This is an optimization exercise on Yosys and OpenROAD, whose aim is small area, a short achievable clock period and few clock cycles per item, not a production implementation.

==> flow/design.v (excerpt) <==
module sliding_window_frame_detector_unit (
    input  logic                        clk,
    input  logic                        rst_n,
    input  logic                        in_valid,
    output logic                        in_stall,
    input  logic [7:0]                  rx_byte,
    output logic                        out_valid,
    input  logic                        out_stall,
    output logic                        frame_found,
    output logic [7:0]                  frame_address,
    output logic                        has_word,
    output logic [swfd_pkg::WIDX_W-1:0] word_index,
    output logic [15:0]                 data_word,
    output logic                        last,
    input  logic                        cfg_we,
    input  logic [swfd_pkg::CFG_W-1:0]  cfg_wdata
);
    localparam int HD  = swfd_pkg::HIST_DEPTH;
    localparam int PW  = swfd_pkg::POS_W;
    localparam int CW  = swfd_pkg::CNT_W;
    localparam int WIW = swfd_pkg::WIDX_W;
    localparam int MW  = swfd_pkg::MAX_WORDS;
    logic [swfd_pkg::CFG_W-1:0] word_count_reg;
    logic [CW-1:0]              n_cap;
    assign n_cap = (word_count_reg > 5'(MW)) ? CW'(MW) : CW'(word_count_reg);
    logic          h_v;
    logic [7:0]    h_b;
    logic [CW-1:0] h_n;
    logic          h_zero;           
    logic          h_type;           
    logic          in_stall_reg;
    logic          accept;
    logic          consume_ok;
    logic          consume;
    assign in_stall = in_stall_reg;
    assign accept   = in_valid && !in_stall_reg;
    assign consume  = h_v && consume_ok;
    logic [HD*8-1:0] hist_flat;
    logic [7:0]      hist [HD];
    logic [PW-1:0]   vcnt_reg;       
    logic            replay;         
    swfd_ram #(
        .WIDTH (8),
        .DEPTH (HD)
    ) u_hist (
        .clk   (clk),
        .we    (consume || replay),
        .rot   (replay),
        .wdata (h_b),
        .rdata (hist_flat)
    );
    always_comb
    begin
        for (int i = 0; i < HD; i++)
        begin
            hist[i] = hist_flat[i*8 +: 8];
        end
    end
    logic [7:0]    cur_b;
  ...
Size: about 1300 cells after synthesis, ~490 flip-flops.
==> flow/config.mk <==
export PLATFORM = sky130hd
export DESIGN_NAME = sliding_window_frame_detector_unit
export DESIGN_NICKNAME = sliding_window_frame_detector_unit
export VERILOG_FILES = /design/flow/design.v
export SDC_FILE = /design/flow/constraint.sdc
export NUM_CORES = 4
export LEC_CHECK = 0
export ABC_CLOCK_PERIOD_IN_PS = 2500
export CAP_MARGIN = 20
export CORE_MARGIN = 2
export CORE_UTILIZATION = 40
export CTS_CLUSTER_DIAMETER = 120
export CTS_CLUSTER_SIZE = 24
export SETUP_SLACK_MARGIN = 3.5
export SLEW_MARGIN = 20
==> flow/constraint.sdc <==
create_clock -name core_clock -period 6.0 [get_ports {clk}]
set_input_delay 1.2000 -clock core_clock [delete_from_list [all_inputs] [get_ports {clk}]]
set_output_delay 1.2000 -clock core_clock [all_outputs]
set_load 0.01 [all_outputs]
run.sh (not shown) runs the stock make flow with config.mk's settings and CLKGATE_MAP_FILE= SYNTH_SCRIPT=/design/flow/synth_recipe.tcl, a recipe that flattens the netlist after the stock synthesis.
The starting point completed with no timing, DRC or antenna violations.
==> next run, changes <==
--- a/flow/design.v
+++ b/flow/design.v
@@ -453,18 +453,27 @@
         end
         if (r0_issue)
         begin
             found_reg    <= r0_good;
             faddr_reg    <= r0_good ? taddr : 8'h00;
             has_word_reg <= r0_hasw;
             widx_reg     <= r0_first ? '0 : widx_reg + WIW'(1);
             data_reg     <= r0_hasw ? word : 16'h0000;
             last_reg     <= r0_last;
         end
+        else
+        begin
+            found_reg    <= found_reg    & out_valid;
+            faddr_reg    <= faddr_reg    & {8{out_valid}};
+            has_word_reg <= has_word_reg & out_valid;
+            widx_reg     <= widx_reg     & {WIW{out_valid}};
+            data_reg     <= data_reg     & {16{out_valid}};
+            last_reg     <= last_reg     & out_valid;
+        end
     end
     assign frame_found   = found_reg;
     assign frame_address = faddr_reg;
     assign has_word      = has_word_reg;
     assign word_index    = widx_reg;
     assign data_word     = data_reg;
     assign last          = last_reg;
 endmodule
Result: Via count rose by 3.6%; core utilization is about the same; clock skew is about the same; count of clock-buffer cells in the layout stays the same; non-clock buffer count rose by 1; final area fell by 0.35%; synthesized cell count rose by 2.3%.
No run of this note included a check of the RTL's function; only the layout flow was run.

-- what the ideal ports hide --
The flow's constraints put no driver on any port. The routed layouts listed below were extracted and timed again, unchanged, in two steps.
Step 1 (the two cells are an assumption about what drives the block):
set clk [get_ports {clk}]
set_driving_cell -lib_cell sky130_fd_sc_hd__clkbuf_16 $clk
set_driving_cell -lib_cell sky130_fd_sc_hd__buf_2 [delete_from_list [all_inputs] $clk]
Step 2 adds t to the input delays and takes it off the output delays; t is the mean of the earliest and latest rising clock arrival at the registers after step 1. Input paths then give back, and output paths get back, about the clock's delay inside the block.
Three values: ideal, step 1, step 2; two values: the first two.
| run | shift t [ns] | slack for setup (ns) | latest minus earliest clock arrival (ns) | worst data-port slew with drivers (ns) |
|---|---|---|---|---|
| the first run | 0.630 | 3.461 / 3.461 / 2.987 | 0.028 / 0.028 | 0.05 |
| the second run | 0.631 | 3.232 / 3.232 / 2.985 | 0.025 / 0.026 | 0.04 |
After both steps every run listed still meets setup and hold. The setup slack of the first run, which loses most, moves by 0.000 ns with the drivers and by -0.474 ns with both steps.
